Source: an optimization exercise on an open RTL-to-GDS flow (aim: small area, a short achievable clock period and few clock cycles per item). Production flows keep margins and buffers that such runs may drop.
In this exercise RTL edits were held to simulation tests only and were not proved equivalent to the original.
No run shown here takes its clock network from TritonCTS; it comes from the design's own scripts or RTL.
The flow treats the clock pin as an ideal source. Dropping or thinning the clock tree relies on that and would not hold on a real chip.
Power figures rest on the tool's default switching activity, not on a simulated workload.

$ cat flow/config.mk
export PLATFORM = sky130hd
export DESIGN_NAME = mem_write_buffer
export DESIGN_NICKNAME = mem_write_buffer
export VERILOG_FILES = /design/flow/design.v
export SDC_FILE = /design/flow/constraint.sdc
export NUM_CORES = 4
export LEC_CHECK = 0
export ABC_AREA = 1
export CAP_MARGIN = 20
export CORE_AREA = 5 5 115 115
export DIE_AREA = 0 0 120 120
export SETUP_SLACK_MARGIN = 4
export SLEW_MARGIN = 20
$ cat flow/standard.sh
#!/bin/bash
# synth_recipe.tcl (not shown) runs the flow's synth.tcl, then flattens the netlist and writes it again
# the make line also repeats each setting of config.mk as NAME=value (left out here)
make -C /OpenROAD-flow-scripts/flow DESIGN_CONFIG=/design/flow/config.mk WORK_HOME=/design/flow/orfs CLKGATE_MAP_FILE= SYNTH_SCRIPT=/design/flow/synth_recipe.tcl "${@:-finish}"
$ cat flow/flow/run.sh
#!/bin/bash
# The standard layout, with:
# - the smallest buffer on every input and output port;
# - the pins one routing track apart, and the pins of each data bit
#   (mem_wdata, mm_rdata, mem_rdata, mm_wdata) and of each address bit
#   (mem_addr, mm_addr) placed next to each other;
# - a one-level clock tree (flow/clock_tree.tcl, run after the CTS step's own
#   tree and replacing it): the clock port drives four clkbuf_16, each driving
#   one group of nearby flip-flops.
set -euo pipefail
groups=""
for i in $(seq 0 127); do
  groups+=" -group_pins {mem_wdata[$i] mm_rdata[$i] mem_rdata[$i] mm_wdata[$i]}"
done
for i in $(seq 4 31); do
  groups+=" -group_pins {mem_addr[$i] mm_addr[$i]}"
done
bash standard.sh finish \
  "BUFFER_PORTS_ARGS=-buffer_cell sky130_fd_sc_hd__buf_1" \
  "PLACE_PINS_ARGS=-min_distance 1 -min_distance_in_tracks$groups" \
  "CTS_ARGS=-sink_clustering_enable -repair_clock_nets -apply_ndr none" \
  "POST_CTS_TCL=$(pwd)/flow/clock_tree.tcl" \
  > flow_make.log 2>&1
$ cat flow/constraint.sdc
create_clock -name core_clock -period 6.0 [get_ports {clk}]
set_input_delay 1.2000 -clock core_clock [delete_from_list [all_inputs] [get_ports {clk}]]
set_output_delay 1.2000 -clock core_clock [all_outputs]
set_load 0.01 [all_outputs]
$ cat flow/flow/clock_tree.tcl
# Clock tree of this design, built in place of the one clock_tree_synthesis
# made: the clock port drives four clkbuf_16, each of which drives two
# clkbuf_16, each of which drives the clock pins of one group of nearby
# flip-flops. Every flip-flop is two buffers from the clock port, so all clock
# pins see about the same delay.
set ct_block [ord::get_db_block]
set ct_db [ord::get_db]
set ct_port_net [[$ct_block findBTerm clk] getNet]
set ct_ntop 4
set ct_nleaf 8
set ct_top_master [$ct_db findMaster sky130_fd_sc_hd__clkbuf_16]
set ct_leaf_master [$ct_db findMaster sky130_fd_sc_hd__clkbuf_16]

# Walk the existing clock network from the port: flip-flop clock pins are the
# sinks; every other cell on it is a clock buffer or inverter to take out.
set ct_sinks {}
set ct_old_insts {}
set ct_old_nets {}
set ct_todo [list $ct_port_net]
while {[llength $ct_todo]} {
  set net [lindex $ct_todo 0]
  set ct_todo [lrange $ct_todo 1 end]
  foreach it [$net getITerms] {
    if {![$it isInputSignal] && [$it getIoType] ne "INPUT"} { continue }
    set inst [$it getInst]
    set mname [[$inst getMaster] getName]
    if {[[$it getMTerm] getName] eq "CLK"} {
      lappend ct_sinks $it
    } else {
      lappend ct_old_insts $inst
      foreach ot [$inst getITerms] {
        if {[$ot getIoType] eq "OUTPUT" && [$ot getNet] ne "NULL"} {
          lappend ct_old_nets [$ot getNet]
          lappend ct_todo [$ot getNet]
        }
      }
    }
  }
}
puts "clock_tree: [llength $ct_sinks] sinks, removing [llength $ct_old_insts] cells"

foreach it $ct_sinks { $it disconnect }
foreach inst $ct_old_insts { odb::dbInst_destroy $inst }
foreach net $ct_old_nets { odb::dbNet_destroy $net }

# Flip-flop positions (centre of each cell).
set ct_pts {}
foreach it $ct_sinks {
  set box [[$it getInst] getBBox]
  lappend ct_pts [list [expr {([$box xMin] + [$box xMax]) / 2.0}] [expr {([$box yMin] + [$box yMax]) / 2.0}]]
}
set die [$ct_block getDieArea]
set cx [expr {([$die xMin] + [$die xMax]) / 2.0}]
set cy [expr {([$die yMin] + [$die yMax]) / 2.0}]

# Split points (a list of {x y}) into n groups: contiguous arcs of equal size
# by angle around the die's centre, then a few k-means rounds. Returns the
# group of each point and the groups' centres.
proc ct_group {pts n cx cy} {
  set idx {}
  set i 0
  foreach p $pts {
    lappend idx [list $i [expr {atan2([lindex $p 1] - $cy, [lindex $p 0] - $cx)}]]
    incr i
  }
  set idx [lsort -real -index 1 $idx]
  set m [llength $pts]
  set assign [lrepeat $m 0]
  set r 0
  foreach e $idx {
    lset assign [lindex $e 0] [expr {$r * $n / $m}]
    incr r
  }
  for {set iter 0} {$iter <= 20} {incr iter} {
    set cents {}
    for {set k 0} {$k < $n} {incr k} {
      set sx 0.0; set sy 0.0; set c 0
      foreach p $pts a $assign {
        if {$a == $k} { set sx [expr {$sx + [lindex $p 0]}]; set sy [expr {$sy + [lindex $p 1]}]; incr c }
      }
      if {$c} { lappend cents [list [expr {$sx / $c}] [expr {$sy / $c}]] } else { lappend cents [list $cx $cy] }
    }
    if {$iter == 20} { break }
    set assign {}
    foreach p $pts {
      set best 0; set bd 1e30
      for {set k 0} {$k < $n} {incr k} {
        set c [lindex $cents $k]
        set d [expr {abs([lindex $p 0] - [lindex $c 0]) + abs([lindex $p 1] - [lindex $c 1])}]
        if {$d < $bd} { set bd $d; set best $k }
      }
      lappend assign $best
    }
  }
  return [list $assign $cents]
}

proc ct_buffer {block master name in_net out_net pos} {
  set inst [odb::dbInst_create $block $master $name]
  [$inst findITerm A] connect $in_net
  [$inst findITerm X] connect $out_net
  $inst setLocation [expr {int([lindex $pos 0])}] [expr {int([lindex $pos 1])}]
  $inst setPlacementStatus PLACED
  return $inst
}

# Leaf buffers, each driving one group of nearby flip-flops.
lassign [ct_group $ct_pts $ct_nleaf $cx $cy] leaf_of leaf_pos
set leaf_nets {}
for {set k 0} {$k < $ct_nleaf} {incr k} {
  set net [odb::dbNet_create $ct_block "clknet_leaf_$k"]
  $net setSigType CLOCK
  lappend leaf_nets $net
  set m 0
  foreach it $ct_sinks a $leaf_of {
    if {$a == $k} { $it connect $net; incr m }
  }
  puts "clock_tree: leaf $k: $m sinks"
}
# Top buffers, driven by the clock port, each driving a group of leaves.
lassign [ct_group $leaf_pos $ct_ntop $cx $cy] top_of top_pos
for {set t 0} {$t < $ct_ntop} {incr t} {
  set net [odb::dbNet_create $ct_block "clknet_top_$t"]
  $net setSigType CLOCK
  ct_buffer $ct_block $ct_top_master "clkbuf_top_$t" $ct_port_net $net [lindex $top_pos $t]
  for {set k 0} {$k < $ct_nleaf} {incr k} {
    if {[lindex $top_of $k] == $t} {
      ct_buffer $ct_block $ct_leaf_master "clkbuf_leaf_$k" $net [lindex $leaf_nets $k] [lindex $leaf_pos $k]
    }
  }
}
$ct_port_net setSigType CLOCK

# Legalize the new buffers, then repair timing on the new tree as the CTS step
# does on its own.
set_propagated_clock [all_clocks]
detailed_placement
estimate_parasitics -placement
repair_timing_helper
detailed_placement
check_placement -verbose
$ cat flow/design.v
module mem_write_buffer #(
  parameter int DEPTH       = 4,
  parameter int ADDR_WIDTH  = 32,
  parameter int BLOCK_BITS  = 128,
  parameter int OFFSET_BITS = 4
) (
  input  logic                    clk,
  input  logic                    rst,
  input  logic                    mem_req,
  input  logic                    mem_rw,
  input  logic [ADDR_WIDTH-1:0]   mem_addr,
  input  logic [BLOCK_BITS-1:0]   mem_wdata,
  output logic                    mem_ready,
  output logic                    mem_resp,
  output logic [BLOCK_BITS-1:0]   mem_rdata,
  output logic                    mm_req,
  output logic                    mm_rw,
  output logic [ADDR_WIDTH-1:0]   mm_addr,
  output logic [BLOCK_BITS-1:0]   mm_wdata,
  input  logic                    mm_ready,
  input  logic                    mm_resp,
  input  logic [BLOCK_BITS-1:0]   mm_rdata,
  output logic [$clog2(DEPTH):0]  wb_count
);
  localparam int TW = ADDR_WIDTH - OFFSET_BITS;
  logic [TW-1:0]         tag;      
  logic [BLOCK_BITS-1:0] data;     
  logic                  pend;     
  logic                  rd1;      
  logic                  rd2;      
  logic                  rfl;      
  logic                  wfl;      
  logic                  dfree;    
  logic                  den;      
  logic                  wbc;
  logic accept, acc_rd, take, fill, cap_rd;
  logic pend_n, rd0_n, rd1_n, rd2_n, rfl_n, wfl_n, mm_rw_n;
  assign accept = mem_req && mem_ready;
  assign acc_rd = accept && !mem_rw;
  assign take   = mm_req && mm_ready;
  assign fill   = rfl && mm_resp;
  assign cap_rd = mem_req && !mem_rw && !pend && !accept;
  assign mm_addr   = {tag, {OFFSET_BITS{1'b0}}};
  assign mm_wdata  = data;
  assign mem_rdata = data;
  assign wb_count  = {{$clog2(DEPTH){1'b0}}, wbc};
  always_comb begin
    pend_n  = accept || (pend && !take);
    rd1_n   = (!rd1 && !rd2 && acc_rd) || (rd1 && (acc_rd == fill)) || (rd2 && fill);
    rd2_n   = (rd1 && acc_rd && !fill) || (rd2 && !fill);
    rd0_n   = !rd1_n && !rd2_n;
    rfl_n   = (take && !mm_rw) || (rfl && !mm_resp);
    wfl_n   = (take && mm_rw) || (wfl && !mm_resp);
    mm_rw_n = pend ? mm_rw : mem_rw;
  end
  always_ff @(posedge clk) begin
    if (!pend) begin
      tag   <= mem_addr[ADDR_WIDTH-1:OFFSET_BITS];
      mm_rw <= mem_rw;
    end
    if (den)
      data <= (mem_wdata & {BLOCK_BITS{dfree}}) | (mm_rdata & {BLOCK_BITS{rfl}});
  end
  always_ff @(posedge clk or negedge rst) begin
    if (!rst) begin
      pend      <= 1'b0;
      rd1       <= 1'b0;
      rd2       <= 1'b0;
      rfl       <= 1'b0;
      wfl       <= 1'b0;
      dfree     <= 1'b0;
      den       <= 1'b0;
      wbc       <= 1'b0;
      mm_req    <= 1'b0;
      mem_ready <= 1'b0;
      mem_resp  <= 1'b0;
    end else begin
      pend      <= pend_n;
      rd1       <= rd1_n;
      rd2       <= rd2_n;
      rfl       <= rfl_n;
      wfl       <= wfl_n;
      dfree     <= !pend_n && rd0_n;
      den       <= (!pend_n && rd0_n) || rfl_n;
      wbc       <= pend_n && mm_rw_n;
      mm_req    <= pend_n && !rfl_n && !wfl_n;
      mem_ready <= !pend_n && (rd0_n || (rd1_n && cap_rd));
      mem_resp  <= (accept && mem_rw) || fill;
    end
  end
endmodule
==> impl_metrics.json, run 1 <==
{
  "crit_fanout": 2,
  "clk_latency_ns": 0.28,
  "drt_iter0_markers": 471,
  "initial_core_util": 0.629,
  "clk_pin_slew_worst_paths_ns": 0.09,
  "port_buffers": 578,
  "nNetsFinal": 1229,
  "coreArea_sq_um": 12000,
  "diodes": 0,
  "design_area_sq_um": 9420,
  "ioPinCount": 589,
  "ir_drop_mv": 0.284,
  "drv_cap": 0,
  "synth.distinct_cells": 20,
  "p_leak_uw": 0.00388,
  "path_delay_family": "flip-flops",
  "synth.most_common_cell": "edfxtp_1",
  "ys_ff_latch": 168,
  "gp_congestion": 0.877,
  "slew_violations": 0,
  "ys.warnings.count": 1,
  "synth_top_area_share": 0.623,
  "critPathRequiredTime_ns": 4.80,
  "critPathKind": "register to output port",
  "fp-row-count": 40,
  "die_x_um": 120,
  "area_delta_synth_final_pct": 25.2,
  "ant_nets": 0,
  "synthArstFlopShare": 0.0655,
  "critPathLaunchType": "register",
  "synth.cell_area_sq_um": 7520,
  "drc": 0,
  "overflow": 0,
  "grt_pass1_vias": 5786,
  "postSynthAreaPerCell_sq_um": 15.2,
  "setup_viol": 0,
  "path_cells": "clkbuf_2",
  "setup_tns_ns": 0,
  "drt-total-wl_um": 23100,
  "fin_skew_ns": 0.0206,
  "die_y_um": 120,
  "grt_use_total": 0.272,
  "vias": 6145,
  "rsz0062_at_grt": "yes",
  "crit_slowest_cell": "edfxtp_1",
  "ys.flop_type": "edfxtp_1",
  "drive_gt1_frac": 0.302,
  "antenna_found_initial": 0,
  "endpoint_kind": "output port",
  "hold_path_class": "register to register",
  "yosysSeqAreaShare": 0.662,
  "synth_edf_count": 156,
  "n_fill_cell": 746,
  "fin_crit_sh": 0.348,
  "relSlewSlack": 0.457,
  "cts.sinks": 168,
  "dp_hpwl_um": 17300,
  "ys_top_cells_by_count": "156 x edfxtp_1, 136 x buf_4, 128 x a22o_1, 14 x buf_2, 13 x buf_6",
  "vias_per_cell": 5.69,
  "grt_max_degree": 129,
  "layout_min_cycle_time_ns": 2.09,
  "dieArea_sq_um": 14400,
  "dr.pass1.iters": 6,
  "slowest_delay_ns": 0.45,
  "hold_viol_final": 0,
  "synth.area.top_cells": "edfxtp_1 62%, a22o_1 15%, buf_4 14%",
  "max_freq_ghz": 0.478,
  "dpl_cell_area_sq_um": 8700,
  "synth_largest_area_cell": "edfxtp_1",
  "cp.arrival_ns": 0.89,
  "powerDensity_nw_per_um2": 477,
  "tightest_slew_ns": 0.814,
  "cp_num_buf_inv": 1,
  "syn_inst": 495,
  "status": "timing/DRC/antenna clean",
  "wl_per_cell_um": 21.4,
  "grt_first_pass_wirelength_um": 31100
}
-- layer usage --
layer / global-route usage / wire [um] / vias to the layer above
met3: 0.0886 / 2430 / 121
li1: - / - / 2617
met5: 0 / 0 / -
met1: 0.298 / 7580 / 2910
met4: 0.142 / 1140 / 0
met2: 0.472 / 11900 / 497
-- report_power, final --
part / switching [uW] / total [uW] / internal, uW
clock network: 309 / 666 / 357
registers: 361 / 2200 / 1840
logic: 937 / 1630 / 694
total: 1610 / 4490 / 2890
-- cells by family after synthesis --
| kind of cell | Yosys count | share of synthesized area |
|---|---|---|
| AO/OA/AOI/OAI | 133 | 0.154 |
| buffers and inverters | 171 | 0.169 |
| AND/OR/NAND/NOR | 22 | 0.0143 |
| other | 1 | 0.000499 |
| flip-flops | 168 | 0.662 |
-- state kept, by name (all words and copies together), names as in the netlist --
register,cells
data,128
tag,28
den,1
dfree,1
mem_ready,1
mem_resp,1
mm_req,1
mm_rw,1
pend,1
rd1,1
rd2,1
rfl,1
wbc,1
wfl,1
-- layout by cell type, fill, tap and decap left out, types with 2 or more instances in the layout --
| cell type | netlist | layout |
|---|---|---|
| o21ai_0 | 2 | 2 |
| nand2_2 | 2 | 2 |
| nand3_1 | 2 | 2 |
| dfrtp_1 | 11 | 8 |
| buf_4 | 136 | 2 |
| buf_6 | 13 | 7 |
| clkbuf_2 | 0 | 243 |
| dfrtp_4 | 0 | 3 |
| buf_2 | 14 | 6 |
| nor3b_1 | 2 | 2 |
| or2_1 | 2 | 2 |
| buf_1 | 0 | 323 |
| nand2_1 | 12 | 12 |
| edfxtp_1 | 156 | 156 |
| clkbuf_16 | 0 | 12 |
| buf_12 | 0 | 2 |
| a22o_1 | 128 | 128 |
| inv_1 | 8 | 7 |
| conb_1 | 1 | 6 |
-- cell type report --
| type | count | area [sq um] | area share |
|---|---|---|---|
| Buffer | 12 | 300 | 0.0319 |
| Inverter | 8 | 30.0 | 0.00319 |
| Multi-Input combinational cell | 161 | 1290 | 0.137 |
| Sequential cell | 168 | 4990 | 0.530 |
| Tap cell | 147 | 184 | 0.0195 |
| Timing Repair Buffer | 584 | 2620 | 0.278 |
-- stage by stage --
step | worst slack (ns) | hold WS (ns) | cells | power (uW) | utilization
6_report | 3.91 | 0.553 | 1080 | 4490 | 0.787
3_3_place_gp | 3.92 | 0.492 | 1063 | 3600 | 0.725
5_1_grt | 3.87 | 0.591 | 1080 | 4690 | 0.787
3_5_place_dp | 3.88 | 0.514 | 1064 | 3630 | 0.727
2_1_floorplan | 4.17 | 0.468 | 500 | 3320 | -
-- worst paths after layout --
kind / from / to / slack, ns / cells after the start
max reg2reg: dfree$_DFF_PN0_ / data[108]$_DFFE_PP_ / 4.30 / 2
max: data[46]$_DFFE_PP_ / mm_wdata[46] / 3.91 / 1
min: rd2$_DFF_PN0_ / rd2$_DFF_PN0_ / 0.55 / 2
min reg2reg: rd2$_DFF_PN0_ / rd2$_DFF_PN0_ / 0.55 / 2
min in group asynchronous: rst / rd2$_DFF_PN0_ / 0.88 / 1
max in group asynchronous: rst / den$_DFF_PN0_ / 4.69 / 1
Testbench counts, summed over its fixed seeds: cycles 251,719, items 48,000.
==> run 2, diff against run 1 <==
--- a/flow/config.mk
+++ b/flow/config.mk
@@ -9,4 +9,4 @@
 export CAP_MARGIN = 20
-export CORE_AREA = 5 5 115 115
-export DIE_AREA = 0 0 120 120
+export CORE_AREA = 5 5 145 145
+export DIE_AREA = 0 0 150 150
 export SETUP_SLACK_MARGIN = 4
==> impl_metrics.json, run 2 <==
{
  "vias_per_cell": 4.87,
  "multi_input_area_sq_um": 1290,
  "max_freq_ghz": 0.475,
  "postSynthAreaPerCell_sq_um": 15.2,
  "layout_min_cycle_time_ns": 2.10,
  "n_fill_cell": 1784,
  "endpoint": "mm_wdata[9]",
  "slowest_delay_ns": 0.46,
  "ys_top_cells_by_count": "156 x edfxtp_1, 136 x buf_4, 128 x a22o_1, 14 x buf_2, 13 x buf_6",
  "drt_iter0_markers": 359,
  "startpoint": "data[9]$_DFFE_PP_",
  "endpoint_kind": "output port",
  "critPathKind": "register to output port",
  "synth.distinct_cells": 20,
  "dp_hpwl_um": 16000,
  "reg2reg_to": "data[82]$_DFFE_PP_",
  "mostFrequentLayoutCells": "312 x buf_1, 257 x clkbuf_2, 156 x edfxtp_1, 128 x a22o_1",
  "dieArea_sq_um": 22500,
  "critPathRequiredTime_ns": 4.80,
  "critPathLaunchType": "register",
  "tightest_slew_ns": 0.738,
  "nNetsFinal": 1229,
  "grt_max_degree": 91,
  "drive_gt1_frac": 0.314,
  "largest_reg_flops": 128,
  "grt_first_pass_wirelength_um": 29100,
  "clk_pin_slew_worst_paths_ns": 0.08,
  "status": "timing/DRC/antenna clean",
  "fin_crit_sh": 0.351,
  "p_leak_uw": 0.00391,
  "relSlewSlack": 0.508,
  "drt-total-wl_um": 22300,
  "synth_edf_count": 156,
  "ys.flop_type": "edfxtp_1",
  "fp-row-count": 51,
  "setup_viol": 0,
  "grt_pass1_vias": 5291,
  "cts.sinks": 168,
  "final_common_cell": "buf_1",
  "ys.warnings.count": 1,
  "largestRegisters": "data x128, tag x28",
  "grt_use_total": 0.162,
  "ioPinCount": 589,
  "cp_num_buf_inv": 1,
  "post-route-util": 0.492,
  "clk_latency_ns": 0.28,
  "ant_nets": 0,
  "synth_largest_area_cell": "edfxtp_1",
  "overflow": 0,
  "die_y_um": 150,
  "drc": 0,
  "largest-register": "data",
  "powerDensity_nw_per_um2": 466,
  "r2r_slack_ns": 4.12,
  "synth.most_common_cell": "edfxtp_1",
  "crit_fanout": 2,
  "design_area_sq_um": 9550,
  "synth_top_area_share": 0.623,
  "regArea_sq_um": 4990,
  "rsz0062_at_grt": "yes",
  "dpl_cell_area_sq_um": 8840,
  "r2r_cells": 1,
  "hold_viol_final": 0,
  "vias": 5831,
  "diodes": 0,
  "gp_congestion": 0.824,
  "path_delay_family": "flip-flops",
  "syn_inst": 495,
  "fin_skew_ns": 0.0118,
  "synth.cell_area_sq_um": 7520,
  "path_cells": "buf_1",
  "synth.area.top_cells": "edfxtp_1 62%, a22o_1 15%, buf_4 14%",
  "cp.arrival_ns": 0.90,
  "port_buffers": 578,
  "die_x_um": 150,
  "whs_ns": 0.519,
  "synthArstFlopShare": 0.0655,
  "area_delta_synth_final_pct": 27.0,
  "yosysSeqAreaShare": 0.662,
  "slew_violations": 0,
  "coreArea_sq_um": 19400,
  "r2r_start": "den$_DFF_PN0_",
  "antenna_found_initial": 0,
  "path_depth": 1,
  "setup_tns_ns": 0,
  "dr.pass1.iters": 6,
  "ir_drop_mv": 0.218,
  "ys_ff_latch": 168,
  "hold_path_class": "register to register",
  "drv_cap": 0,
  "initial_core_util": 0.388,
  "crit_slowest_cell": "edfxtp_1",
  "wl_per_cell_um": 18.6
}
==> run 2: routing by layer <==
metal | vias up | share of wire | GRT usage
met2 | 425 | 0.50 | 0.276
li1 | 2613 | - | -
met3 | 68 | 0.11 | 0.0439
met5 | - | 0 | 0
met1 | 2725 | 0.35 | 0.197
met4 | 0 | 0.036 | 0.0604
==> run 2: stage by stage <==
step / setup slack (ns) / std cells / total power [uW]
2_1_floorplan: 4.17 / 500 / 3320
3_3_place_gp: 3.69 / 1183 / 3590
3_5_place_dp: 3.74 / 1183 / 3600
5_1_grt: 3.88 / 1198 / 4680
6_report: 3.90 / 1198 / 4450
==> run 2: worst min-delay path by stage <==
| stage | startpoint | endpoint | cells past startpoint |
|---|---|---|---|
| finish | rd2$_DFF_PN0_ | rd2$_DFF_PN0_ | 2 |
| global route | rd2$_DFF_PN0_ | rd2$_DFF_PN0_ | 2 |
| detailed placement | rd2$_DFF_PN0_ | rd2$_DFF_PN0_ | 2 |
| global placement | rd2$_DFF_PN0_ | rd2$_DFF_PN0_ | 2 |
| floorplan | rd2$_DFF_PN0_ | rd2$_DFF_PN0_ | 2 |
==> run 2: logic make-up after synthesis <==
group,Yosys count,synth area share
other cells,1,0.000499
simple gates,22,0.0143
compound gates,133,0.154
buf+inv,171,0.169
flops,168,0.662
==> run 2: layout make-up <==
type	instances	share of cell area
Sequential cell	168	0.523
Multi-Input combinational cell	161	0.135
Inverter	8	0.00314
Tap cell	265	0.0347
Timing Repair Buffer	584	0.273
Buffer	12	0.0314
==> run 2: report_power, final <==
group / internal (uW) / leakage [uW] / switching (uW)
clock: 358 / 0.000148 / 331
combinational: 684 / 0.00210 / 947
sequential: 1840 / 0.00166 / 298
==> run 2: tightest hold or removal path: stages (launching register included) <==
cell and delay (ns):
dfrtp_1 0.36, nand2_1 0.07, nand2_1 0.06
==> run 3, diff against run 2 <==
--- a/flow/flow/run.sh
+++ b/flow/flow/run.sh
@@ -21,2 +21,3 @@
   "CTS_ARGS=-sink_clustering_enable -repair_clock_nets -apply_ndr none" \
+  "PRE_CTS_TCL=$(pwd)/flow/pre_cts.tcl" \
   "POST_CTS_TCL=$(pwd)/flow/clock_tree.tcl" \
==> flow/flow/pre_cts.tcl (new file) <==
# Keep the input and output port buffers as buffer_ports made them (the
# smallest buffer): timing repair after this point works on the design's own
# logic only.
foreach inst [[ord::get_db_block] getInsts] {
  if {[regexp {^(input|output)[0-9]+$} [$inst getName]]} { $inst setDoNotTouch 1 }
}
--- a/flow/config.mk
+++ b/flow/config.mk
@@ -11,3 +11,4 @@
 export DIE_AREA = 0 0 150 150
-export SETUP_SLACK_MARGIN = 4
+export GPL_TIMING_DRIVEN = 1
+export SETUP_SLACK_MARGIN = 3.95
 export SLEW_MARGIN = 20
==> impl_metrics.json, run 3 <==
{
  "hold_viol_final": 0,
  "fp-row-count": 51,
  "path_delay_family": "flip-flops",
  "p_sw_uw": 1550,
  "path_depth": 1,
  "startpoint": "data[9]$_DFFE_PP_",
  "synth.cell_area_sq_um": 7520,
  "setup_tns_ns": 0,
  "ys.warnings.count": 1,
  "clk_pin_slew_worst_paths_ns": 0.08,
  "area_delta_synth_final_pct": 22.2,
  "synthArstFlopShare": 0.0655,
  "setup_viol": 0,
  "r2r_start": "rfl$_DFF_PN0_",
  "mostFrequentLayoutCells": "578 x buf_1, 156 x edfxtp_1, 128 x a22o_1, 12 x nand2_1, 12 x clkbuf_16",
  "critPathKind": "register to output port",
  "ir_drop_mv": 0.185,
  "vias": 5729,
  "grt_max_degree": 91,
  "postSynthAreaPerCell_sq_um": 15.2,
  "endpoint_kind": "output port",
  "layout_min_cycle_time_ns": 2.08,
  "clk_latency_ns": 0.29,
  "grt_pass1_vias": 5286,
  "synth_largest_area_cell": "edfxtp_1",
  "port_buffers": 578,
  "n_fill_cell": 1784,
  "status": "timing/DRC/antenna clean",
  "p_sw_frac": 0.362,
  "ys.flop_type": "edfxtp_1",
  "hold_path_class": "register to register",
  "largest-register": "data",
  "dpl_cell_area_sq_um": 8840,
  "dp_hpwl_um": 16000,
  "drv_cap": 0,
  "syn_inst": 495,
  "critPathLaunchType": "register",
  "antenna_found_initial": 0,
  "rsz0062_at_grt": "yes",
  "design_area_sq_um": 9190,
  "yosysSeqAreaShare": 0.662,
  "tightest_slew_ns": 0.727,
  "synth.distinct_cells": 20,
  "die_x_um": 150,
  "crit_fanout": 2,
  "slowest_delay_ns": 0.44,
  "r2r_slack_ns": 4.12,
  "grt_first_pass_wirelength_um": 29100,
  "seqPwrFrac": 0.495,
  "wl_per_cell_um": 17.9,
  "drt-total-wl_um": 21400,
  "critPathRequiredTime_ns": 4.80,
  "p_leak_uw": 0.00310,
  "p_int_uw": 2730,
  "p_comb_frac": 0.345,
  "synth_edf_count": 156,
  "drive_gt1_frac": 0.0300,
  "relSlewSlack": 0.515,
  "die_y_um": 150,
  "vias_per_cell": 4.78,
  "whs_ns": 0.520,
  "path_cells": "buf_1",
  "initial_core_util": 0.388,
  "crit_slowest_cell": "edfxtp_1",
  "fin_crit_sh": 0.347,
  "cp.arrival_ns": 0.88,
  "largest_reg_flops": 128,
  "ys_top_cells_by_count": "156 x edfxtp_1, 136 x buf_4, 128 x a22o_1, 14 x buf_2, 13 x buf_6",
  "clkPwrFrac": 0.160,
  "slew_violations": 0,
  "coreArea_sq_um": 19400,
  "r2r_cells": 7,
  "fin_skew_ns": 0.0110,
  "endpoint": "mm_wdata[9]",
  "drc": 0,
  "synth_top_area_share": 0.623,
  "nNetsFinal": 1230,
  "cts.sinks": 168,
  "reg2reg_to": "mem_ready$_DFF_PN0_",
  "largestRegisters": "data x128, tag x28",
  "ys_ff_latch": 168,
  "dieArea_sq_um": 22500,
  "synth.area.top_cells": "edfxtp_1 62%, a22o_1 15%, buf_4 14%",
  "ant_nets": 0,
  "powerDensity_nw_per_um2": 466,
  "diodes": 0,
  "final_common_cell": "buf_1",
  "ioPinCount": 589,
  "regArea_sq_um": 4990,
  "max_freq_ghz": 0.480,
  "dr.pass1.iters": 4,
  "grt_use_total": 0.162,
  "cp_num_buf_inv": 1,
  "synth.most_common_cell": "edfxtp_1",
  "drt_iter0_markers": 301,
  "gp_congestion": 0.824,
  "multi_input_area_sq_um": 1290,
  "overflow": 0
}
[run 3: worst min-delay path, delay by kind of cell, from the launching register on]
kind / cells / cell delay (ns)
simple gates: 2 / 0.13
flops: 1 / 0.36
[run 3: logic make-up after synthesis]
| logic type | after synthesis | share of synthesized area |
|---|---|---|
| buffers and inverters | 171 | 0.169 |
| and+or+nand+nor | 22 | 0.0143 |
| DFF | 168 | 0.662 |
| AOI/OAI and AO/OA | 133 | 0.154 |
| other | 1 | 0.000499 |
[run 3: area by class of cell]
class / count / area share
buffer: 12 / 0.0327
inverter: 8 / 0.00327
multi-input combinational: 161 / 0.140
sequential: 168 / 0.543
tap: 265 / 0.0361
timing repair buffer: 585 / 0.244
[run 3: worst min path at each step]
stage                          endpoint  slack [ns]           from  cells after the start
final                     rd2$_DFF_PN0_        0.52  rd2$_DFF_PN0_                      2
after global routing      rd2$_DFF_PN0_        0.55  rd2$_DFF_PN0_                      2
after detailed placement  rd2$_DFF_PN0_        0.49  rd2$_DFF_PN0_                      2
after global placement    rd2$_DFF_PN0_        0.49  rd2$_DFF_PN0_                      2
after floorplan           rd2$_DFF_PN0_        0.47  rd2$_DFF_PN0_                      2
[run 3: metrics by stage]
step | setup WS [ns] | cells | util | total power (uW)
final | 3.92 | 1199 | 0.474 | 4280
after global routing | 3.88 | 1199 | 0.474 | 4510
after detailed placement | 3.74 | 1183 | 0.455 | 3600
after global placement | 3.69 | 1183 | 0.455 | 3590
after floorplan | 4.17 | 500 | - | 3320
[run 3: power by group through the flow]
| stage | registers [uW] | logic [uW] | clock network [uW] |
|---|---|---|---|
| 2_1_floorplan | 2260 | 1050 | 0 |
| 6_report | 2120 | 1470 | 686 |
| 5_1_grt | 2170 | 1590 | 756 |
| 3_3_place_gp | 2170 | 1420 | 0 |
| 3_5_place_dp | 2180 | 1420 | 0 |
[run 3: layer usage]
layer,global-route usage,vias to the layer above,routed length (um),share of wire
met5,0,-,0,0
li1,-,2613,-,-
met4,0.0604,0,779,0.036
met3,0.0406,69,2420,0.11
met1,0.199,2643,7700,0.36
met2,0.276,404,10500,0.49
==> run 4, diff against run 3 <==
--- a/flow/flow/clock_tree.tcl
+++ b/flow/flow/clock_tree.tcl
@@ -1,4 +1,4 @@
 # Clock tree of this design, built in place of the one clock_tree_synthesis
-# made: the clock port drives four clkbuf_16, each of which drives two
-# clkbuf_16, each of which drives the clock pins of one group of nearby
+# made: the clock port drives four buf_16, each of which drives two
+# buf_12, each of which drives the clock pins of one group of nearby
 # flip-flops. Every flip-flop is two buffers from the clock port, so all clock
@@ -10,4 +10,4 @@
 set ct_nleaf 8
-set ct_top_master [$ct_db findMaster sky130_fd_sc_hd__clkbuf_16]
-set ct_leaf_master [$ct_db findMaster sky130_fd_sc_hd__clkbuf_16]
+set ct_top_master [$ct_db findMaster sky130_fd_sc_hd__buf_16]
+set ct_leaf_master [$ct_db findMaster sky130_fd_sc_hd__buf_12]
 
--- a/flow/config.mk
+++ b/flow/config.mk
@@ -11,3 +11,2 @@
 export DIE_AREA = 0 0 150 150
-export GPL_TIMING_DRIVEN = 1
 export SETUP_SLACK_MARGIN = 3.95
==> impl_metrics.json, run 4 <==
{
  "n_fill_cell": 1786,
  "dieArea_sq_um": 22500,
  "ys.flop_type": "edfxtp_1",
  "grt_use_total": 0.162,
  "path_cells": "buf_1",
  "powerDensity_nw_per_um2": 468,
  "ys_top_cells_by_count": "156 x edfxtp_1, 136 x buf_4, 128 x a22o_1, 14 x buf_2, 13 x buf_6",
  "dp_hpwl_um": 16000,
  "fin_skew_ns": 0.0106,
  "hold-path-cell-count": 2,
  "ioPinCount": 589,
  "synth.distinct_cells": 20,
  "largest-register": "data",
  "multi_input_area_sq_um": 1290,
  "postSynthAreaPerCell_sq_um": 15.2,
  "hold_path_class": "register to register",
  "status": "timing/DRC/antenna clean",
  "layout_min_cycle_time_ns": 2.05,
  "critPathKind": "register to output port",
  "final_common_cell": "buf_1",
  "p_comb_frac": 0.344,
  "synthArstFlopShare": 0.0655,
  "drive_gt1_frac": 0.0289,
  "critPathRequiredTime_ns": 4.80,
  "fin_crit_sh": 0.342,
  "synth_edf_count": 156,
  "grt_max_degree": 91,
  "largest_reg_flops": 128,
  "coreArea_sq_um": 19400,
  "ant_nets": 0,
  "synth_top_area_share": 0.623,
  "slowest_delay_ns": 0.46,
  "ys.warnings.count": 1,
  "p_sw_uw": 1550,
  "crit_slowest_cell": "edfxtp_1",
  "antenna_found_initial": 0,
  "r2r_slack_ns": 4.13,
  "area_delta_synth_final_pct": 21.7,
  "drt-total-wl_um": 21400,
  "syn_inst": 495,
  "setup_viol": 0,
  "regArea_sq_um": 4990,
  "grt_first_pass_wirelength_um": 29000,
  "nNetsFinal": 1229,
  "rsz0062_at_grt": "yes",
  "grt_pass1_vias": 5295,
  "p_sw_frac": 0.363,
  "synth.most_common_cell": "edfxtp_1",
  "drv_cap": 0,
  "clkPwrFrac": 0.161,
  "diodes": 0,
  "relSlewSlack": 0.515,
  "path_depth": 1,
  "die_y_um": 150,
  "max_freq_ghz": 0.488,
  "critPathLaunchType": "register",
  "slew_violations": 0,
  "port_buffers": 578,
  "seqPwrFrac": 0.495,
  "p_int_uw": 2730,
  "clk_latency_ns": 0.24,
  "ys_ff_latch": 168,
  "tightest_slew_ns": 0.727,
  "synth.cell_area_sq_um": 7520,
  "dr.pass1.iters": 5,
  "die_x_um": 150,
  "hold_viol_final": 0,
  "drt_iter0_markers": 289,
  "cts.sinks": 168,
  "largestRegisters": "data x128, tag x28",
  "cp_num_buf_inv": 1,
  "r2r_cells": 1,
  "synth_largest_area_cell": "edfxtp_1",
  "yosysSeqAreaShare": 0.662,
  "ir_drop_mv": 0.215,
  "post-route-util": 0.472,
  "initial_core_util": 0.388,
  "setup_tns_ns": 0,
  "overflow": 0,
  "drc": 0,
  "p_leak_uw": 0.00307,
  "vias": 5724,
  "cp.arrival_ns": 0.85,
  "clk_pin_slew_worst_paths_ns": 0.08,
  "wl_per_cell_um": 17.9,
  "endpoint_kind": "output port",
  "synth.area.top_cells": "edfxtp_1 62%, a22o_1 15%, buf_4 14%",
  "path_delay_family": "flip-flops",
  "fp-row-count": 51,
  "vias_per_cell": 4.78,
  "mostFrequentLayoutCells": "578 x buf_1, 156 x edfxtp_1, 128 x a22o_1, 12 x nand2_1, 9 x buf_12",
  "crit_fanout": 2,
  "gp_congestion": 0.824
}
run 4: cell counts after synthesis:
No cell type changed its count.
run 4: cell families (layout without fill, tap and decap cells):
kind of cell / after synthesis / count (layout) / share of synthesized area
AO/OA/AOI/OAI: 133 / 133 / 0.154
flip-flops: 168 / 168 / 0.662
AND/OR/NAND/NOR: 22 / 22 / 0.0143
buffers and inverters: 171 / 604 / 0.169
other: 1 / 6 / 0.000499
run 4: worst min-delay path, cell delays in order (launching register included):
cell and delay, ns:
dfrtp_1 0.36, nand2_1 0.07, nand2_1 0.06
run 4: per-stage QoR:
step / worst slack [ns] / area (sq um) / total power (uW) / instances / hold slack, ns
2_1_floorplan: 4.17 / 7540 / 3320 / 500 / 0.468
3_3_place_gp: 3.69 / 8840 / 3590 / 1183 / 0.494
3_5_place_dp: 3.74 / 8840 / 3600 / 1183 / 0.491
5_1_grt: 3.92 / 9150 / 4520 / 1198 / 0.554
6_report: 3.95 / 9150 / 4290 / 1198 / 0.520
run 4: final cells by class:
type / instances / share of cell area
Tap cell: 265 / 0.0362
Inverter: 8 / 0.00328
Buffer: 12 / 0.0295
Multi-Input combinational cell: 161 / 0.141
Sequential cell: 168 / 0.545
Timing Repair Buffer: 584 / 0.245
run 4: power groups by stage:
| stage | registers, uW | clock network, uW | logic [uW] |
|---|---|---|---|
| 2_1_floorplan | 2260 | 0 | 1050 |
| 3_3_place_gp | 2170 | 0 | 1420 |
| 3_5_place_dp | 2180 | 0 | 1420 |
| 5_1_grt | 2170 | 764 | 1590 |
| 6_report | 2120 | 691 | 1470 |
run 4: worst paths after layout:
check                                  start             endpoint
min in group asynchronous                rst  mem_ready$_DFF_PN0_
max reg2reg                    den$_DFF_PN0_   data[90]$_DFFE_PP_
max in group asynchronous                rst        den$_DFF_PN0_
min                            rd2$_DFF_PN0_        rd2$_DFF_PN0_
max                        data[9]$_DFFE_PP_         mem_rdata[9]
min reg2reg                    rd2$_DFF_PN0_        rd2$_DFF_PN0_
run 4: layer usage:
layer,vias up,global-route usage,wire length [um]
met5,-,0,0
met4,0,0.0618,806
met3,64,0.0409,2370
met2,401,0.276,10500
met1,2643,0.198,7750
li1,2616,-,-
==> run 5, diff against run 4 <==
--- a/flow/flow/run.sh
+++ b/flow/flow/run.sh
@@ -6,5 +6,7 @@
 #   (mem_addr, mm_addr) placed next to each other;
-# - a one-level clock tree (flow/clock_tree.tcl, run after the CTS step's own
-#   tree and replacing it): the clock port drives four clkbuf_16, each driving
-#   one group of nearby flip-flops.
+# - port buffers kept at the smallest size by timing repair (flow/pre_cts.tcl,
+#   released again by flow/final_pre.tcl before the final power connection);
+# - a two-level clock tree (flow/clock_tree.tcl, run after the CTS step's own
+#   tree and replacing it): the clock port drives four buffers, each driving
+#   two buffers that each drive one group of nearby flip-flops.
 set -euo pipefail
@@ -23,2 +25,3 @@
   "POST_CTS_TCL=$(pwd)/flow/clock_tree.tcl" \
+  "PRE_FINAL_REPORT_TCL=$(pwd)/flow/final_pre.tcl" \
   > flow_make.log 2>&1
==> flow/flow/final_pre.tcl (new file) <==
# Before the final report's global_connect: release the port buffers that
# flow/pre_cts.tcl marked don't-touch, so that they are connected to the
# power nets like every other cell.
foreach inst [[ord::get_db_block] getInsts] {
  if {[$inst isDoNotTouch]} { $inst setDoNotTouch 0 }
}
==> impl_metrics.json, run 5 <==
{
  "status": "timing/DRC/antenna clean",
  "relSlewSlack": 0.515,
  "drc": 0,
  "drt_iter0_markers": 289,
  "ir_drop_mv": 0.227,
  "dieArea_sq_um": 22500,
  "syn_inst": 495,
  "diodes": 0,
  "synthArstFlopShare": 0.0655,
  "gp_congestion": 0.824,
  "critPathRequiredTime_ns": 4.80,
  "hold_path_class": "register to register",
  "fin_crit_sh": 0.342,
  "slowest_delay_ns": 0.46,
  "area_delta_synth_final_pct": 21.7,
  "cp.arrival_ns": 0.85,
  "seqPwrFrac": 0.495,
  "largestRegisters": "data x128, tag x28",
  "setup_tns_ns": 0,
  "rsz0062_at_grt": "yes",
  "layout_min_cycle_time_ns": 2.05,
  "drive_gt1_frac": 0.0289,
  "overflow": 0,
  "tightest_slew_ns": 0.727,
  "synth_top_area_share": 0.623,
  "endpoint_kind": "output port",
  "crit_fanout": 2,
  "dr.pass1.iters": 5,
  "ys_ff_latch": 168,
  "ys.flop_type": "edfxtp_1",
  "coreArea_sq_um": 19400,
  "dp_hpwl_um": 16000,
  "vias": 5724,
  "die_x_um": 150,
  "nNetsFinal": 1229,
  "port_buffers": 578,
  "fp-row-count": 51,
  "synth.distinct_cells": 20,
  "ioPinCount": 589,
  "cp_num_buf_inv": 1,
  "critPathLaunchType": "register",
  "max_freq_ghz": 0.488,
  "mostFrequentLayoutCells": "578 x buf_1, 156 x edfxtp_1, 128 x a22o_1, 12 x nand2_1, 9 x buf_12",
  "clk_pin_slew_worst_paths_ns": 0.08,
  "yosysSeqAreaShare": 0.662,
  "ys.warnings.count": 1,
  "synth.cell_area_sq_um": 7520,
  "slew_violations": 0,
  "p_comb_frac": 0.344,
  "largest_reg_flops": 128,
  "grt_first_pass_wirelength_um": 29000,
  "grt_pass1_vias": 5295,
  "clk_latency_ns": 0.24,
  "vias_per_cell": 4.78,
  "crit_slowest_cell": "edfxtp_1",
  "final_common_cell": "buf_1",
  "postSynthAreaPerCell_sq_um": 15.2,
  "setup_viol": 0,
  "fin_skew_ns": 0.0106,
  "ant_nets": 0,
  "drt-total-wl_um": 21400,
  "p_sw_frac": 0.363,
  "powerDensity_nw_per_um2": 468,
  "synth_edf_count": 156,
  "synth.area.top_cells": "edfxtp_1 62%, a22o_1 15%, buf_4 14%",
  "design_area_sq_um": 9150,
  "initial_core_util": 0.388,
  "synth.most_common_cell": "edfxtp_1",
  "p_int_uw": 2730,
  "synth_largest_area_cell": "edfxtp_1",
  "path_delay_family": "flip-flops",
  "antenna_found_initial": 0,
  "wl_per_cell_um": 17.9,
  "die_y_um": 150,
  "critPathKind": "register to output port",
  "drv_cap": 0,
  "hold_viol_final": 0,
  "grt_use_total": 0.162,
  "n_fill_cell": 1786,
  "cts.sinks": 168,
  "largest-register": "data",
  "grt_max_degree": 91,
  "dpl_cell_area_sq_um": 8840,
  "clkPwrFrac": 0.161,
  "p_sw_uw": 1550,
  "ys_top_cells_by_count": "156 x edfxtp_1, 136 x buf_4, 128 x a22o_1, 14 x buf_2, 13 x buf_6",
  "p_leak_uw": 0.00307,
  "path_cells": "buf_1"
}
==> run 5: path summary, 6_finish.rpt <==
path,start,end,slack (ns),cells after the start
min reg2reg,rd2$_DFF_PN0_,rd2$_DFF_PN0_,0.52,2
max in group asynchronous,rst,den$_DFF_PN0_,4.62,1
max,data[9]$_DFFE_PP_,mem_rdata[9],3.95,1
max reg2reg,den$_DFF_PN0_,data[90]$_DFFE_PP_,4.13,1
min,rd2$_DFF_PN0_,rd2$_DFF_PN0_,0.52,2
min in group asynchronous,rst,mem_ready$_DFF_PN0_,0.94,1
==> run 5: final cells by class <==
cell class                      instances  area [sq um]  share of cell area
Timing Repair Buffer                  584          2240               0.245
Tap cell                              265           332              0.0362
Sequential cell                       168          4990               0.545
Multi-Input combinational cell        161          1290               0.141
Inverter                                8          30.0             0.00328
Buffer                                 12           270              0.0295
==> run 5: through the flow <==
stage	util	setup WS [ns]	total power (uW)	cells	hold WS, ns
final	0.472	3.95	4290	1198	0.520
after global routing	0.472	3.92	4520	1198	0.554
after detailed placement	0.455	3.74	3600	1183	0.491
after global placement	0.455	3.69	3590	1183	0.494
after floorplan	-	4.17	3320	500	0.468
==> run 5: logic make-up (layout without fill, tap and decap cells) <==
kind of cell | Yosys count | after routing | share of synthesized area
compound gates | 133 | 133 | 0.154
buf+inv | 171 | 604 | 0.169
flops | 168 | 168 | 0.662
other cells | 1 | 6 | 0.000499
simple gates | 22 | 22 | 0.0143
==> run 5: power by group through the flow <==
stage | clock network (uW) | logic, uW | registers [uW]
global route | 764 | 1590 | 2170
floorplan | 0 | 1050 | 2260
detailed placement | 0 | 1420 | 2180
global placement | 0 | 1420 | 2170
finish | 691 | 1470 | 2120
==> run 5: routing by layer <==
layer | track usage | vias to the layer above | wire length, um
li1 | - | 2616 | -
met4 | 0.0618 | 0 | 806
met2 | 0.276 | 401 | 10500
met5 | 0 | - | 0
met3 | 0.0409 | 64 | 2370
met1 | 0.198 | 2643 | 7750
==> run 6, diff against run 5 <==
--- a/flow/design.v
+++ b/flow/design.v
@@ -60,4 +60,4 @@
     end
-    if (den)
-      data <= (mem_wdata & {BLOCK_BITS{dfree}}) | (mm_rdata & {BLOCK_BITS{rfl}});
+    data <= (mem_wdata & {BLOCK_BITS{dfree}}) | (mm_rdata & {BLOCK_BITS{rfl}}) |
+            (data & {BLOCK_BITS{!den}});
   end
--- a/flow/config.mk
+++ b/flow/config.mk
@@ -11,3 +11,3 @@
 export DIE_AREA = 0 0 150 150
-export SETUP_SLACK_MARGIN = 3.95
+export SETUP_SLACK_MARGIN = 4.1
 export SLEW_MARGIN = 20
==> impl_metrics.json, run 6 <==
{
  "crit_fanout": 2,
  "ys.warnings.count": 1,
  "largest_reg_flops": 128,
  "rsz0062_at_grt": "yes",
  "startpoint": "mem_ready$_DFF_PN0_",
  "p_leak_uw": 0.00358,
  "setup_tns_ns": 0,
  "fin_crit_sh": 0.334,
  "drv_cap": 0,
  "endpoint_kind": "output port",
  "clk_latency_ns": 0.24,
  "initial_core_util": 0.372,
  "drive_gt1_frac": 0.119,
  "drt_iter0_markers": 264,
  "ys_top_cells_by_count": "400 x nand2_1, 149 x buf_4, 130 x nand3_1, 129 x dfxtp_1",
  "grt_use_total": 0.175,
  "synth_largest_area_cell": "dfxtp_1",
  "p_int_uw": 2940,
  "synth.area.top_cells": "dfxtp_1 36%, nand2_1 21%, buf_4 16%",
  "path_cells": "buf_1",
  "n_fill_cell": 1978,
  "clk_pin_slew_worst_paths_ns": 0.10,
  "cp.arrival_ns": 0.80,
  "dieArea_sq_um": 22500,
  "critPathRequiredTime_ns": 4.80,
  "fp-row-count": 51,
  "synth.cell_area_sq_um": 7220,
  "p_sw_frac": 0.431,
  "seqPwrFrac": 0.434,
  "p_sw_uw": 2230,
  "setup_viol": 0,
  "postSynthAreaPerCell_sq_um": 8.06,
  "p_comb_frac": 0.431,
  "grt_pass1_vias": 6534,
  "ys.flop_type": "dfxtp_1",
  "dp_hpwl_um": 16900,
  "drt-total-wl_um": 22700,
  "hold_viol_final": 0,
  "antenna_found_initial": 0,
  "grt_first_pass_wirelength_um": 32800,
  "largest-register": "data",
  "critPathLaunchType": "register",
  "largestRegisters": "data x128, tag x28",
  "path_delay_family": "flip-flops",
  "port_buffers": 578,
  "clkPwrFrac": 0.135,
  "regArea_sq_um": 3870,
  "die_x_um": 150,
  "fin_skew_ns": 0.0270,
  "synth_compound_area_frac": 0.00364,
  "multi_input_area_sq_um": 2250,
  "critPathKind": "register to output port",
  "synthMuxAreaShare": 0,
  "gp_congestion": 0.809,
  "r2r_start": "dfree$_DFF_PN0_",
  "cp_num_buf_inv": 1,
  "final_common_cell": "buf_1",
  "relSlewSlack": 0.486,
  "vias": 7153,
  "cts.sinks": 168,
  "layout_min_cycle_time_ns": 2.00,
  "tightest_slew_ns": 0.771,
  "vias_per_cell": 4.50,
  "ant_nets": 0,
  "synth_xor_area_frac": 0,
  "wl_per_cell_um": 14.3,
  "ir_drop_mv": 0.314,
  "diodes": 0,
  "status": "timing/DRC/antenna clean",
  "coreArea_sq_um": 19400,
  "powerDensity_nw_per_um2": 573,
  "nNetsFinal": 1620,
  "mostFrequentLayoutCells": "578 x buf_1, 400 x nand2_1, 130 x nand3_1, 129 x dfxtp_2, 28 x edfxtp_1",
  "ioPinCount": 589,
  "drc": 0,
  "dr.pass1.iters": 4,
  "synth.most_common_cell": "nand2_1",
  "yosysSeqAreaShare": 0.513,
  "synth_top_family_by_area": "simple AND/OR/NAND/NOR gates",
  "die_y_um": 150,
  "synthSimpleGateAreaFrac": 0.305,
  "synth_edf_count": 28,
  "max_freq_ghz": 0.500,
  "ys_ff_latch": 168,
  "crit_slowest_cell": "dfrtp_1",
  "grt_max_degree": 102,
  "slew_violations": 0,
  "slowest_delay_ns": 0.36,
  "hold_path_class": "register to register",
  "synthAdderAreaFrac": 0,
  "area_delta_synth_final_pct": 25.1,
  "syn_inst": 895,
  "synthArstFlopShare": 0.0655,
  "synth_top_area_share": 0.358,
  "overflow": 0,
  "synth.distinct_cells": 17,
  "holdCritStartpoint": "data[112]$_DFF_P_",
  "whs_ns": 0.464
}
-- run 6: layout make-up --
class,instances,share of cell area
buffer,12,0.0299
inverter,8,0.00388
multi-input combinational,547,0.249
sequential,168,0.428
tap,265,0.0367
timing repair buffer,589,0.252
-- run 6: metal layers --
| metal | track usage | routed length [um] | vias to the layer above |
|---|---|---|---|
| met5 | 0 | 0 | - |
| met4 | 0.0540 | 731 | 0 |
| li1 | - | - | 3529 |
| met1 | 0.211 | 8460 | 3219 |
| met2 | 0.315 | 11500 | 352 |
| met3 | 0.0315 | 1960 | 53 |
-- run 6: power by group through the flow --
stage / clock [uW] / combinational, uW / sequential [uW]
finish: 696 / 2230 / 2250
global route: 764 / 2490 / 2320
detailed placement: 0 / 2170 / 2180
global placement: 0 / 2150 / 2180
floorplan: 0 / 1680 / 2290
-- run 6: final timing paths --
kind / endpoint / slack [ns] / cells after the start
worst max-delay path: mem_ready / 4.00 / 1
worst min-delay path: data[112]$_DFF_P_ / 0.46 / 2
worst max register to register: data[37]$_DFF_P_ / 4.34 / 3
worst min register to register: data[112]$_DFF_P_ / 0.46 / 2
max in group asynchronous: rfl$_DFF_PN0_ / 4.62 / 1
min in group asynchronous: mem_resp$_DFF_PN0_ / 0.93 / 1
-- run 6: stage by stage --
stage          std cells   util  total power (uW)  cell area, sq um  setup slack, ns
3_3_place_gp        1570  0.439              4330              8520             3.91
3_5_place_dp        1570  0.439              4360              8520             3.91
2_1_floorplan        900      -              3970              7230             4.17
5_1_grt             1589  0.465              5570              9030             3.96
6_report            1589  0.465              5170              9030             4.00
-- run 6: cell families after synthesis --
kind of cell,Yosys count
other,1
AO/OA/AOI/OAI,4
AND/OR/NAND/NOR,537
flip-flops,168
buffers and inverters,185
Testbench counts of run 6, summed over its fixed seeds: cycles 251,719, items 48,000.
==> run 7, diff against run 6 <==
--- a/flow/config.mk
+++ b/flow/config.mk
@@ -11,3 +11,3 @@
 export DIE_AREA = 0 0 150 150
-export SETUP_SLACK_MARGIN = 4.1
+export SETUP_SLACK_MARGIN = 4.0
 export SLEW_MARGIN = 20
==> impl_metrics.json, run 7 <==
{
  "ys_ff_latch": 168,
  "drt_iter0_markers": 282,
  "final_common_cell": "buf_1",
  "drt-total-wl_um": 22500,
  "fin_skew_ns": 0.0240,
  "hold-path-cell-count": 2,
  "crit_slowest_cell": "dfrtp_1",
  "r2r_cells": 3,
  "grt_first_pass_wirelength_um": 32800,
  "yosysSeqAreaShare": 0.513,
  "ant_nets": 0,
  "initial_core_util": 0.372,
  "setup_viol": 0,
  "critPathLaunchType": "register",
  "grt_max_degree": 102,
  "fin_crit_sh": 0.334,
  "dr.pass1.iters": 4,
  "path_cells": "buf_1",
  "hold_path_class": "register to register",
  "largestRegisters": "data x128, tag x28",
  "crit_fanout": 2,
  "cp.arrival_ns": 0.81,
  "rsz0062_at_grt": "yes",
  "overflow": 0,
  "syn_inst": 895,
  "postSynthAreaPerCell_sq_um": 8.06,
  "clk_pin_slew_worst_paths_ns": 0.10,
  "r2r_start": "rfl$_DFF_PN0_",
  "setup_tns_ns": 0,
  "final_cell_count_no_fill": 1586,
  "area_delta_synth_final_pct": 24.6,
  "endpoint_kind": "output port",
  "cts.sinks": 168,
  "die_x_um": 150,
  "hold_viol_final": 0,
  "largest_reg_flops": 128,
  "drv_cap": 0,
  "mostFrequentLayoutCells": "578 x buf_1, 400 x nand2_1, 130 x nand3_1, 129 x dfxtp_2, 28 x edfxtp_1",
  "dp_hpwl_um": 16900,
  "path_delay_family": "flip-flops",
  "wl_per_cell_um": 14.2,
  "antenna_found_initial": 0,
  "cp_num_buf_inv": 1,
  "grt_pass1_vias": 6539,
  "gp_congestion": 0.809,
  "drc": 0,
  "port_buffers": 578,
  "vias": 7179,
  "synth_top_area_share": 0.358,
  "ys.warnings.count": 1,
  "status": "timing/DRC/antenna clean",
  "synth.most_common_cell": "nand2_1",
  "holdPathEnd": "data[112]$_DFF_P_",
  "vias_per_cell": 4.53,
  "synthArstFlopShare": 0.0655,
  "synth_edf_count": 28,
  "relSlewSlack": 0.487,
  "fp-row-count": 51,
  "largest-register": "data",
  "drive_gt1_frac": 0.117,
  "diodes": 0,
  "synth.cell_area_sq_um": 7220,
  "ys.flop_type": "dfxtp_1",
  "critPathRequiredTime_ns": 4.80,
  "post-route-util": 0.463,
  "powerDensity_nw_per_um2": 573,
  "synth_largest_area_cell": "dfxtp_1",
  "dp.cells": 1570,
  "ir_drop_mv": 0.314,
  "max_freq_ghz": 0.499,
  "coreArea_sq_um": 19400,
  "tightest_slew_ns": 0.770,
  "dieArea_sq_um": 22500,
  "p_leak_uw": 0.00356,
  "reg2reg_to": "data[33]$_DFF_P_",
  "ioPinCount": 589,
  "slew_violations": 0,
  "layout_min_cycle_time_ns": 2.01,
  "die_y_um": 150,
  "holdCritStartpoint": "data[112]$_DFF_P_",
  "slowest_delay_ns": 0.36,
  "clk_latency_ns": 0.24,
  "nNetsFinal": 1617,
  "critPathKind": "register to output port",
  "synth.area.top_cells": "dfxtp_1 36%, nand2_1 21%, buf_4 16%",
  "r2r_slack_ns": 4.25,
  "synth.distinct_cells": 17,
  "n_fill_cell": 1982,
  "ys_top_cells_by_count": "400 x nand2_1, 149 x buf_4, 130 x nand3_1, 129 x dfxtp_1",
  "grt_use_total": 0.175
}
-- run 7: cell counts after synthesis --
No cell type changed its count.
-- run 7: worst register-to-register path: cells and delay by family (launching register included) --
family	cells	cell delay, ns
flip-flops	1	0.88
buffers and inverters	1	0.50
AND/OR/NAND/NOR	2	0.30
-- run 7: per-layer routing --
metal,global-route usage,share of wire,vias to the layer above
met5,0,0,-
met3,0.0318,0.089,57
met1,0.212,0.37,3236
met2,0.315,0.51,366
met4,0.0544,0.035,0
li1,-,-,3520
-- run 7: how the worst max path moves through the flow --
stage,start,cells past startpoint,to,slack (ns)
after floorplan,mm_ready,5,den$_DFF_PN0_,4.17
after global placement,den$_DFF_PN0_,4,data[64]$_DFF_P_,3.91
after detailed placement,den$_DFF_PN0_,4,data[53]$_DFF_P_,3.91
after global routing,mm_req$_DFF_PN0_,1,mm_req,3.96
final,mem_ready$_DFF_PN0_,1,mem_ready,3.99
-- run 7: layout make-up --
cell class                      count  area (sq um)  area share
Timing Repair Buffer              586          2240       0.249
Sequential cell                   168          3870       0.430
Inverter                            8          35.0     0.00390
Tap cell                          265           332      0.0369
Buffer                             12           270      0.0301
Multi-Input combinational cell    547          2250       0.250
-- run 7: cell families (layout without fill, tap and decap cells) --
family                 after synthesis  after routing  synth area share
AOI/OAI and AO/OA                    4              4           0.00364
DFF                                168            168             0.513
other                                1              6          0.000520
buffers and inverters              185            606             0.179
and+or+nand+nor                    537            537             0.305
-- run 7: metrics by stage --
step | power, uW | area (sq um) | worst slack, ns | hold slack, ns
after floorplan | 3970 | 7230 | 4.17 | 0.446
after global placement | 4330 | 8520 | 3.91 | 0.463
after detailed placement | 4360 | 8520 | 3.91 | 0.466
after global routing | 5550 | 8990 | 3.96 | 0.488
final | 5150 | 8990 | 3.99 | 0.466
-- run 7: power by group --
group          switching, uW  total (uW)  internal [uW]
Sequential               448        2260           1810
Combinational           1440        2190            751
Clock                    340         699            359
Total                   2230        5150           2930
==> run 8, diff against run 7 <==
--- a/flow/config.mk
+++ b/flow/config.mk
@@ -11,3 +11,3 @@
 export DIE_AREA = 0 0 150 150
-export SETUP_SLACK_MARGIN = 4.0
+export SETUP_SLACK_MARGIN = 3.95
 export SLEW_MARGIN = 20
==> impl_metrics.json, run 8 <==
{
  "status": "timing/DRC/antenna clean",
  "drt-total-wl_um": 22500,
  "port_buffers": 578,
  "ys_top_cells_by_count": "400 x nand2_1, 149 x buf_4, 130 x nand3_1, 129 x dfxtp_1",
  "grt_max_degree": 102,
  "cts.sinks": 168,
  "dp.cells": 1570,
  "tightest_slew_ns": 0.770,
  "fin_skew_ns": 0.0240,
  "ir_drop_mv": 0.314,
  "crit_slowest_cell": "dfrtp_1",
  "synth_edf_count": 28,
  "layout_min_cycle_time_ns": 2.01,
  "area_delta_synth_final_pct": 24.6,
  "ys.flop_type": "dfxtp_1",
  "mostFrequentLayoutCells": "578 x buf_1, 400 x nand2_1, 130 x nand3_1, 129 x dfxtp_2, 28 x edfxtp_1",
  "synth_largest_area_cell": "dfxtp_1",
  "grt_use_total": 0.175,
  "diodes": 0,
  "nNetsFinal": 1617,
  "drc": 0,
  "initial_core_util": 0.372,
  "drive_gt1_frac": 0.117,
  "largest_reg_flops": 128,
  "yosysSeqAreaShare": 0.513,
  "dieArea_sq_um": 22500,
  "overflow": 0,
  "synth.distinct_cells": 17,
  "vias": 7179,
  "dpl_cell_area_sq_um": 8520,
  "slowest_delay_ns": 0.36,
  "grt_pass1_vias": 6539,
  "drv_cap": 0,
  "powerDensity_nw_per_um2": 573,
  "critPathLaunchType": "register",
  "slew_violations": 0,
  "clk_pin_slew_worst_paths_ns": 0.10,
  "vias_per_cell": 4.53,
  "hold_viol_final": 0,
  "setup_tns_ns": 0,
  "final_cell_count_no_fill": 1586,
  "setup_viol": 0,
  "endpoint_kind": "output port",
  "fp-row-count": 51,
  "max_freq_ghz": 0.499,
  "relSlewSlack": 0.487,
  "largest-register": "data",
  "wl_per_cell_um": 14.2,
  "path_delay_family": "flip-flops",
  "critPathRequiredTime_ns": 4.80,
  "synth_top_area_share": 0.358,
  "cp_num_buf_inv": 1,
  "ys_ff_latch": 168,
  "synth.most_common_cell": "nand2_1",
  "dr.pass1.iters": 4,
  "ys.warnings.count": 1,
  "drt_iter0_markers": 282,
  "synthArstFlopShare": 0.0655,
  "dp_hpwl_um": 16900,
  "ioPinCount": 589,
  "die_y_um": 150,
  "synth.area.top_cells": "dfxtp_1 36%, nand2_1 21%, buf_4 16%",
  "critPathKind": "register to output port",
  "syn_inst": 895,
  "largestRegisters": "data x128, tag x28",
  "crit_fanout": 2,
  "postSynthAreaPerCell_sq_um": 8.06,
  "synth.cell_area_sq_um": 7220,
  "fin_crit_sh": 0.334,
  "p_total_uw": 5150,
  "rsz0062_at_grt": "no",
  "clk_latency_ns": 0.24,
  "post-route-util": 0.463,
  "die_x_um": 150,
  "final_common_cell": "buf_1",
  "design_area_sq_um": 8990,
  "coreArea_sq_um": 19400,
  "cp.arrival_ns": 0.81,
  "ant_nets": 0,
  "hold_path_class": "register to register",
  "antenna_found_initial": 0,
  "path_cells": "buf_1",
  "gp_congestion": 0.809,
  "grt_first_pass_wirelength_um": 32800,
  "p_leak_uw": 0.00356
}
run 8: cell counts after synthesis:
No cell type changed its count.
run 8: through the flow:
stage	setup WS, ns	hold WS [ns]
after global routing	3.96	0.488
final	3.99	0.466
after global placement	3.91	0.463
after detailed placement	3.91	0.466
after floorplan	4.17	0.446
run 8: power by group:
part | switching (uW) | internal, uW | leakage (uW)
Combinational | 1440 | 751 | 0.00192
Sequential | 448 | 1810 | 0.00152
Clock | 340 | 359 | 0.000126
run 8: area by class of cell:
class | instances | area [sq um]
fillers | 1982 | 10400
flip-flops and latches | 168 | 3870
multi-input cells | 547 | 2250
repair buffers | 586 | 2240
well taps | 265 | 332
plain buffers | 12 | 270
inverters | 8 | 35.0
run 8: metal layers:
metal | GRT usage | vias to the layer above | share of wire
met4 | 0.0544 | 0 | 0.035
met3 | 0.0318 | 57 | 0.089
li1 | - | 3520 | -
met1 | 0.212 | 3236 | 0.37
met5 | 0 | - | 0
met2 | 0.315 | 366 | 0.51
run 8: final timing paths:
kind	start	endpoint	slack (ns)	cells past startpoint
worst max-delay path	mem_ready$_DFF_PN0_	mem_ready	3.99	1
worst min-delay path	data[112]$_DFF_P_	data[112]$_DFF_P_	0.47	2
worst max register to register	rfl$_DFF_PN0_	data[33]$_DFF_P_	4.25	3
worst min register to register	data[112]$_DFF_P_	data[112]$_DFF_P_	0.47	2
max in group asynchronous	rst	rfl$_DFF_PN0_	4.62	1
min in group asynchronous	rst	mem_resp$_DFF_PN0_	0.93	1
run 8: cell families (layout without fill, tap and decap cells):
| logic type | Yosys count | in the layout | share of synthesized area |
|---|---|---|---|
| flip-flops | 168 | 168 | 0.513 |
| AO/OA/AOI/OAI | 4 | 4 | 0.00364 |
| other | 1 | 6 | 0.000520 |
| buffers and inverters | 185 | 606 | 0.179 |
| AND/OR/NAND/NOR | 537 | 537 | 0.305 |
run 8: worst reg2reg max path: stages, from the launching register on:
cell and delay (ns):
dfrtp_4 0.88, buf_6 0.50, nand2_1 0.19, nand3_1 0.11
==> run 9, diff against run 8 <==
--- a/flow/config.mk
+++ b/flow/config.mk
@@ -9,4 +9,4 @@
 export CAP_MARGIN = 20
-export CORE_AREA = 5 5 145 145
-export DIE_AREA = 0 0 150 150
+export CORE_AREA = 5 5 125 125
+export DIE_AREA = 0 0 130 130
 export SETUP_SLACK_MARGIN = 3.95
==> impl_metrics.json, run 9 <==
{
  "ys.flop_type": "dfxtp_1",
  "synth_largest_area_cell": "dfxtp_1",
  "die_y_um": 130,
  "initial_core_util": 0.516,
  "cp.arrival_ns": 0.83,
  "cp_num_buf_inv": 1,
  "cts.sinks": 168,
  "fin_crit_sh": 0.339,
  "powerDensity_nw_per_um2": 584,
  "rsz0062_at_grt": "yes",
  "clk_pin_slew_worst_paths_ns": 0.11,
  "ys_ff_latch": 168,
  "vias_per_cell": 4.83,
  "drc": 0,
  "hold_path_class": "register to register",
  "setup_viol": 0,
  "synth.distinct_cells": 17,
  "critPathRequiredTime_ns": 4.80,
  "endpoint_kind": "output port",
  "grt_use_total": 0.245,
  "crit_fanout": 1,
  "synth.cell_area_sq_um": 7220,
  "port_buffers": 578,
  "ys_top_cells_by_count": "400 x nand2_1, 149 x buf_4, 130 x nand3_1, 129 x dfxtp_1",
  "drt_iter0_markers": 320,
  "overflow": 0,
  "grt_first_pass_wirelength_um": 33400,
  "post-route-util": 0.636,
  "area_delta_synth_final_pct": 23.2,
  "synth_top_area_share": 0.358,
  "p_leak_uw": 0.00357,
  "wl_per_cell_um": 15.9,
  "ys.warnings.count": 1,
  "antenna_found_initial": 0,
  "slowest_delay_ns": 0.35,
  "drt-total-wl_um": 23900,
  "fp-row-count": 43,
  "critPathLaunchType": "register",
  "status": "timing/DRC/antenna clean",
  "synth_edf_count": 28,
  "holdCritStartpoint": "data[84]$_DFF_P_",
  "critPathKind": "register to output port",
  "postSynthAreaPerCell_sq_um": 8.06,
  "largestRegisters": "data x128, tag x28",
  "mostFrequentLayoutCells": "578 x buf_1, 400 x nand2_1, 130 x nand3_1, 129 x dfxtp_2, 28 x edfxtp_1",
  "worst_slack_ns": 3.97,
  "synthArstFlopShare": 0.0655,
  "yosysSeqAreaShare": 0.513,
  "dieArea_sq_um": 16900,
  "relSlewSlack": 0.567,
  "grt_max_degree": 85,
  "synth.most_common_cell": "nand2_1",
  "path_cells": "buf_1",
  "gp_congestion": 0.903,
  "slew_violations": 0,
  "clk_latency_ns": 0.25,
  "final_common_cell": "buf_1",
  "ioPinCount": 589,
  "nNetsFinal": 1618,
  "drive_gt1_frac": 0.118,
  "vias": 7266,
  "hold_viol_final": 0,
  "path_delay_family": "flip-flops",
  "pre_cts_slack_ns": 3.91,
  "r2r_start": "den$_DFF_PN0_",
  "startpoint": "mem_resp$_DFF_PN0_",
  "layout_min_cycle_time_ns": 2.03,
  "coreArea_sq_um": 14000,
  "dp_hpwl_um": 18300,
  "die_x_um": 130,
  "setup_tns_ns": 0,
  "dr.pass1.iters": 5,
  "largest-register": "data",
  "drv_cap": 0,
  "tightest_slew_ns": 0.650,
  "crit_slowest_cell": "dfrtp_1",
  "ir_drop_mv": 0.274,
  "max_freq_ghz": 0.492,
  "grt_pass1_vias": 6512,
  "synth.area.top_cells": "dfxtp_1 36%, nand2_1 21%, buf_4 16%",
  "largest_reg_flops": 128,
  "syn_inst": 895,
  "fin_skew_ns": 0.0320,
  "ant_nets": 0
}
## run 9: cell count changes in the layout (fill, tap and decap cells not counted), sizes merged
cell	delta
diode	+1
buf	+1
## run 9: area by class of cell
class	instances	area (sq um)
Buffer	12	270
Timing Repair Buffer	587	2240
Tap cell	180	225
Antenna cell	1	2.50
Inverter	8	35.0
Fill cell	1331	5100
Sequential cell	168	3870
Multi-Input combinational cell	547	2250
## run 9: power breakdown
| part | switching, uW | internal (uW) | leakage, uW | total (uW) |
|---|---|---|---|---|
| Sequential | 483 | 1820 | 0.00152 | 2300 |
| Combinational | 1440 | 754 | 0.00192 | 2200 |
| Clock | 337 | 359 | 0.000126 | 697 |
| Total | 2260 | 2930 | 0.00357 | 5190 |
## run 9: tightest hold or removal path, stage by stage (launching register included)
cell and delay (ns):
dfxtp_2 0.33, nand2_1 0.05, nand3_1 0.05
## run 9: layer usage
metal,share of wire,GRT usage,up-vias
met3,0.096,0.0549,75
li1,-,-,3527
met2,0.47,0.405,386
met1,0.38,0.305,3278
met5,0,0,-
met4,0.053,0.118,0
## run 9: logic make-up (layout without fill, tap and decap cells)
group                  count (synthesis)  count (layout)  synth area share
and+or+nand+nor                      537             537             0.305
AOI/OAI and AO/OA                      4               4           0.00364
DFF                                  168             168             0.513
other                                  1               7          0.000520
buffers and inverters                185             607             0.179
## run 9: final timing paths
path                               endpoint  slack, ns  cells past startpoint
setup / recovery                   mem_resp       3.97                      1
hold / removal             data[84]$_DFF_P_       0.46                      2
setup reg to reg           data[38]$_DFF_P_       4.23                      4
hold reg to reg            data[84]$_DFF_P_       0.46                      2
max in group asynchronous     rfl$_DFF_PN0_       4.61                      1
min in group asynchronous     den$_DFF_PN0_       0.92                      1
## run 9: metrics by stage
stage	hold WS [ns]	std cells	instance area, sq um	total power, uW
2_1_floorplan	0.446	900	7230	3970
3_3_place_gp	0.464	1485	8410	4360
3_5_place_dp	0.464	1485	8410	4370
5_1_grt	0.483	1502	8890	5560
6_report	0.462	1503	8890	5190

Check on run 9: ideal ports give 3.967 ns setup slack; a clkbuf_16 on the clock port and buf_2 on the inputs give 3.857 ns; moving port delays by the midpoint clock arrival (0.343 ns) as well gives 3.999 ns.
